This is an optimization exercise on Yosys and OpenROAD, whose aim is small area, a short achievable clock period and few clock cycles per item, not a production implementation.
RTL that was checked went through simulation tests only; none was proved equivalent to the original.
Power is estimated from default activity; no workload was simulated.

run A:
==> flow/design.v <==
`timescale 1ns / 1ps
package oult_pkg;
  localparam int ValueW = 32;
  localparam int PosW   = 5;
  localparam int CountW = 5;
  typedef enum logic [1:0] {
    CMD_LOOKUP = 2'd0,
    CMD_INSERT = 2'd1,
    CMD_REMOVE = 2'd2,
    CMD_SPARE  = 2'd3
  } cmd_t;
  typedef enum logic [2:0] {
    STAT_OK       = 3'd0,
    STAT_RANGE    = 3'd1,
    STAT_DUP      = 3'd2,
    STAT_NOTFOUND = 3'd3,
    STAT_FULL     = 3'd4
  } status_t;
endpackage
`timescale 1ns / 1ps
module oult_cell (
  input  logic                          clk,
  input  logic                          load,
  input  logic [oult_pkg::ValueW-1:0]   wr_val,
  input  logic [oult_pkg::ValueW-1:0]   key,
  output logic                          eq
);
  logic [oult_pkg::ValueW-1:0] entry_r;
  always_ff @(posedge clk) begin
    if (load) entry_r <= wr_val;
  end
  assign eq = (entry_r == key);
endmodule
`timescale 1ns / 1ps
module ordered_unique_list_table #(
  parameter int CAPACITY = 16
) (
  input  logic        clk,
  input  logic        rst_n,
  input  logic        in_tvalid,
  output logic        in_tready,
  input  logic [39:0] in_tdata,    
  output logic        out_tvalid,
  input  logic        out_tready,
  output logic [15:0] out_tdata    
);
  localparam int CW   = $clog2(CAPACITY + 1);
  localparam int OUTQ = 4;
  localparam int RW   = 4 + oult_pkg::CountW;    
  logic [CAPACITY-1:0]         valid_r;
  logic [CW-1:0]               count_r;
  logic                        vld1_r;
  logic [1:0]                  cmd1_r;
  logic [oult_pkg::PosW-1:0]   pos1_r;
  logic [oult_pkg::ValueW-1:0] val1_r;
  logic                        vld2_r;
  logic                        ins2_r;      
  logic                        rem2_r;      
  logic                        bad2_r;      
  logic [oult_pkg::ValueW-1:0] val2_r;
  logic [CAPACITY-1:0]         hit2_r;
  logic [OUTQ-1:0]             qv_r;
  logic [RW-1:0]               qd_r [OUTQ];
  logic [2:0]                  outst_r;     
  logic                        rdy_r;
  logic in_acc;
  assign in_tready = rdy_r;
  assign in_acc    = in_tvalid && rdy_r;
  logic                present;
  logic                full;
  logic                ins_ok;
  logic                do_ins;
  logic                do_rem;
  logic [CAPACITY-1:0] free1h;      
  logic [CAPACITY-1:0] ins_k;
  logic [CAPACITY-1:0] rem_k;
  logic [CW-1:0]       count_nxt;
  logic [2:0]          status;
  assign present = |hit2_r;
  assign full    = count_r[CW-1];    
  assign ins_ok  = vld2_r && ins2_r && !bad2_r && !full;
  assign do_ins  = ins_ok && !present;
  assign do_rem  = vld2_r && rem2_r && present;
  always_comb begin
    logic seen;
    seen = 1'b0;
    for (int k = 0; k < CAPACITY; k++) begin
      free1h[k] = !valid_r[k] && !seen;
      seen      = seen || !valid_r[k];
    end
  end
  always_comb begin
    for (int k = 0; k < CAPACITY; k++) begin
      ins_k[k] = do_ins && free1h[k];
      rem_k[k] = vld2_r && rem2_r && hit2_r[k];
    end
  end
  always_comb begin
    count_nxt = count_r;
    if (do_ins)      count_nxt = count_r + CW'(1);
    else if (do_rem) count_nxt = count_r - CW'(1);
  end
  always_comb begin
    if (ins2_r) begin
      if (bad2_r)       status = oult_pkg::STAT_RANGE;
      else if (present) status = oult_pkg::STAT_DUP;
      else if (full)    status = oult_pkg::STAT_FULL;
      else              status = oult_pkg::STAT_OK;
    end else begin
      status = present ? oult_pkg::STAT_OK : oult_pkg::STAT_NOTFOUND;
    end
  end
  logic [CAPACITY-1:0] eq_k;
  for (genvar k = 0; k < CAPACITY; k++) begin : g_slot
    oult_cell u_cell (
      .clk    (clk),
      .load   (ins_k[k]),
      .wr_val (val2_r),
      .key    (val1_r),
      .eq     (eq_k[k])
    );
  end
  logic                same12;
  logic [CAPACITY-1:0] hit_nxt;
  logic                bad_nxt;
  assign same12 = (val1_r == val2_r);
  always_comb begin
    for (int k = 0; k < CAPACITY; k++) begin
      hit_nxt[k] = (eq_k[k] && valid_r[k] && !rem_k[k]) || (ins_k[k] && same12);
    end
  end
  assign bad_nxt = {1'b0, pos1_r} > {{(oult_pkg::PosW + 1 - CW){1'b0}}, count_nxt};
  logic          pop;
  logic          push;
  logic [RW-1:0] res;
  assign pop  = qv_r[0] && out_tready;
  assign push = vld2_r;
  assign res  = {count_nxt[oult_pkg::CountW-1:0], present, status};
  logic [OUTQ-1:0] qv_nxt;
  logic [RW-1:0]   qd_nxt [OUTQ];
  logic [OUTQ-1:0] tgt;
  always_comb begin
    for (int i = 0; i < OUTQ; i++) begin
      logic above, below;
      above = (i + 1 < OUTQ) ? qv_r[(i + 1) % OUTQ] : 1'b0;
      below = (i == 0) ? 1'b1 : qv_r[(i + OUTQ - 1) % OUTQ];
      tgt[i] = push && (pop ? (qv_r[i] && !above) : (!qv_r[i] && below));
      qv_nxt[i] = (pop ? above : qv_r[i]) || tgt[i];
      if (tgt[i])   qd_nxt[i] = res;
      else if (pop) qd_nxt[i] = (i + 1 < OUTQ) ? qd_r[(i + 1) % OUTQ] : qd_r[i];
      else          qd_nxt[i] = qd_r[i];
    end
  end
  logic [2:0] outst_nxt;
  always_comb begin
    outst_nxt = outst_r;
    if (in_acc && !pop)      outst_nxt = outst_r + 3'd1;
    else if (!in_acc && pop) outst_nxt = outst_r - 3'd1;
  end
  always_ff @(posedge clk) begin
    if (!rst_n) begin
      valid_r <= '0;
      count_r <= '0;
      vld1_r  <= 1'b0;
      vld2_r  <= 1'b0;
      qv_r    <= '0;
      outst_r <= '0;
      rdy_r   <= 1'b1;
    end else begin
      valid_r <= (valid_r & ~rem_k) | ins_k;
      count_r <= count_nxt;
      vld1_r  <= in_acc;
      vld2_r  <= vld1_r;
      qv_r    <= qv_nxt;
      outst_r <= outst_nxt;
      rdy_r   <= outst_nxt < 3'(OUTQ);
    end
  end
  always_ff @(posedge clk) begin
    cmd1_r <= in_tdata[1:0];
    pos1_r <= in_tdata[6:2];
    val1_r <= in_tdata[38:7];
    ins2_r <= cmd1_r == oult_pkg::CMD_INSERT;
    rem2_r <= cmd1_r == oult_pkg::CMD_REMOVE;
    bad2_r <= bad_nxt;
    val2_r <= val1_r;
    hit2_r <= hit_nxt;
    for (int i = 0; i < OUTQ; i++) qd_r[i] <= qd_nxt[i];
  end
  assign out_tvalid = qv_r[0];
  assign out_tdata  = {7'd0, qd_r[0]};
endmodule
clock: 4.5 ns
lec_check: 0
abc_clock_period_in_ps: 3000
cap_margin: 20
core_margin: 2
core_utilization: 40
setup_slack_margin: 1.5
slew_margin: 20
run.sh (not shown) runs the stock make flow with config.mk's settings and CLKGATE_MAP_FILE= SYNTH_SCRIPT=/design/flow/synth_recipe.tcl, a recipe that flattens the netlist after the stock synthesis.
Run A went all the way through synthesis, placement and routing and the layout is clean on timing, DRC and antenna.
Testbench counts of run A, summed over its fixed seeds: cycles 12,024, items 12,000.
Input-level comparison between run B and run A:
Settings: a deleted ABC_CLOCK_PERIOD_IN_PS that had been 3000; a deleted SETUP_SLACK_MARGIN that had been 1.5.
Notes after the runs:
- Compared with run A, in run B worst hold margin essentially unchanged; delay of the slowest critical-path stage shows an increase of 0.04 ns; max-slew violation count did not really move; power density normalized to cell area comparable.
- On final cell utilization of the core, run B and run A are basically level.
- Compared run B against run A; area growth from synthesis to final layout within noise.
- Compared with run A, in run B minimum clock period after layout went up by 0.40 ns, global-route wire length before repair held steady.

* * *

Another version of the RTL of ordered_unique_list_table (not shown whole).
Size: about 1,600 cells after synthesis, roughly 62 I/O pins.
clock: 4.5 ns
lec_check: 0
cap_margin: 20
core_margin: 2
core_utilization: 60
cts_cluster_diameter: 100
cts_cluster_size: 30
setup_slack_margin: 2.0
slew_margin: 20
The baseline completed with no timing, DRC or antenna violations.
==> next run, changes <==
- SETUP_SLACK_MARGIN: 2.0 -> 2.3
- The changed run finished with timing, DRC and antenna clean
- global-route usage increases by 0.66 points
- via count goes down by about 0.3%
- register-to-register slack degrades by 170 ps
- sequential share of layout area is higher by 0.43 points
- worst setup slack gets worse by 170 ps
- wire length decreases by about 1.7%
- count of clock-buffer cells in the layout stays the same
- combinational power falls by about 5%
- final cell count came out lower by 0.47%
No run of this note included a check of the RTL's function; only the layout flow was run.

* * *

Another version of the RTL of ordered_unique_list_table (not shown whole).
Size in the first run: about 1800 cells after synthesis, ~62 I/O pins, roughly 27000 µm² of cells after synthesis.
## ordered_unique_list_table
module ordered_unique_list_table #(
  parameter int CAPACITY = 16
) (
  input  logic        clk,
  input  logic        rst_n,
  input  logic        in_tvalid,
  output logic        in_tready,
  input  logic [39:0] in_tdata,    
  output logic        out_tvalid,
  input  logic        out_tready,
  output logic [15:0] out_tdata    
);
  localparam int CW   = $clog2(CAPACITY + 1);
  localparam int PW   = oult_pkg::PosW + 1;
  localparam int OUTQ = 3;
  localparam int OW   = $clog2(OUTQ + 1);
  localparam int RW   = 4 + oult_pkg::CountW;    
  logic [CAPACITY-1:0] valid_r;
  logic [CW-1:0]       count_r;
  logic                vld2_r;
  logic                ins2_r;      
  logic                bad2_r;      
  logic [CAPACITY-1:0] hit2_r;      
  logic                okv2_r;      
  logic                remv2_r;     
  logic                pres2_r;     
  logic [CAPACITY-1:0] park2_r;     
  logic [CAPACITY-1:0] spare_r;
  logic                no_spare_r;   
  logic                parked2_r;    
  logic [OUTQ-1:0]     qv_r;
  logic [RW-1:0]       qd_r [OUTQ];
  logic [OW-1:0]       outst_r;     
  logic                rdy_r;
  logic                        in_acc;
  logic [1:0]                  in_cmd;
  logic [oult_pkg::PosW-1:0]   in_pos;
  logic [oult_pkg::ValueW-1:0] in_val;
  assign in_tready = rdy_r;
  assign in_acc    = in_tvalid && rdy_r;
  assign in_cmd    = in_tdata[1:0];
  assign in_pos    = in_tdata[6:2];
  assign in_val    = in_tdata[38:7];
  logic                present;
  logic                full;
  logic                do_ins;
  logic                do_rem;
  logic [CAPACITY-1:0] ins_k;
  logic [CAPACITY-1:0] rem_k;
  logic [CW-1:0]       count_nxt;
  logic [2:0]          status;
  assign present = pres2_r;
  assign full    = count_r[CW-1];    
  assign do_ins  = okv2_r && !present;
  assign do_rem  = remv2_r && present;
  assign ins_k   = park2_r & {CAPACITY{do_ins}};
  assign rem_k   = hit2_r;
  assign count_nxt = do_ins ? count_r + CW'(1) : do_rem ? count_r - CW'(1) : count_r;
  always_comb begin
    if (ins2_r) begin
      if (bad2_r)       status = oult_pkg::STAT_RANGE;
  ...
Settings: LEC_CHECK=0, CAP_MARGIN=20, CORE_MARGIN=2, CORE_UTILIZATION=75, CTS_CLUSTER_DIAMETER=80, CTS_CLUSTER_SIZE=25, SETUP_SLACK_MARGIN=2.25, SLEW_MARGIN=20, SYNTH_HIERARCHICAL=1; clock period 4.5 ns.
Testbench counts at the start, summed over its fixed seeds: cycles 12,016, items 12,000.
Rerun with:
- CORE_UTILIZATION: 75 -> 65
- SETUP_SLACK_MARGIN: 2.25 -> 2.32
What happened: The changed run completed without violations; clock-buffer cell count is lower by 4; fmax went up by a few percent; power stays flat; routed wire length fell by a little under a tenth; critical path depth went down by 1; global-route usage goes down by 7.0 points; flip-flop and latch count is unchanged; synthesized area stays the same; design area stays flat; sequential power is about the same; worst setup slack improved by 0.10 ns.
Rerun with:
- CORE_UTILIZATION: 65 -> 70
- SETUP_SLACK_MARGIN: 2.32 -> 2.2
Clock power shrinks by about 3%.
Core utilization grows by 6.3 points.
Cell count barely changes.
Final area grows by about 0.45%.
Hold slack barely changes.
Synthesized area stays the same.
Rerun with:
- SETUP_SLACK_MARGIN: 2.2 -> 2.42
Effect:
- The new run passed the timing, design-rule and antenna checks
- hold slack gains 0.0055 ns
- cell area stays flat
- wire length falls by a few percent
- die area stays the same
- power rises slightly
- fmax rises by a few percent
- global-route usage falls by 0.97 points
- synthesized area is unchanged
- flip-flop and latch count does not change
- count of clock-buffer cells in the layout falls by 1

[afterwards: timing with drivers on the ports]
How much do the figures lean on ideal ports? The routed layouts below were timed once more, with nothing changed but the port constraints.
Step 1 (the two cells are an assumption about what drives the block):
set clk [get_ports {clk}]
set_driving_cell -lib_cell sky130_fd_sc_hd__clkbuf_16 $clk
set_driving_cell -lib_cell sky130_fd_sc_hd__buf_2 [delete_from_list [all_inputs] $clk]
Step 2 moves the port delays by t, midway between the first and last clock arrival at a register: inputs arrive t later, outputs are due t later. That takes back most of the time a late clock gives input paths.
Three values: no drivers, after step 1, after step 2; two values: the first two.
run	t (ns)	setup WS [ns]	worst register clock-pin slew, ns	worst slew at a driven data input, ns
run A	0.674	1.557 / 1.557 / 1.416	0.06 / 0.06	0.05
run B	0.673	1.158 / 1.158 / 1.158	0.06 / 0.06	0.05
the first run of note 2	0.644	1.753 / 1.753 / 1.220	0.12 / 0.12	0.04
the second run of note 2	0.635	1.579 / 1.579 / 1.579	0.12 / 0.12	0.05
the first run of note 3	0.651	2.179 / 2.192 / 1.541	0.10 / 0.10	0.04
the second run of note 3	0.657	2.281 / 2.317 / 1.660	0.10 / 0.10	0.06
the third run of note 3	0.643	2.239 / 2.246 / 1.626	0.10 / 0.10	0.06
the fourth run of note 3	0.679	2.327 / 2.327 / 1.687	0.10 / 0.10	0.10
After both steps setup and hold are still met in every run listed. The setup slack of the fourth run of note 3, which loses most, moves by 0.000 ns with the drivers and by -0.640 ns with both steps.
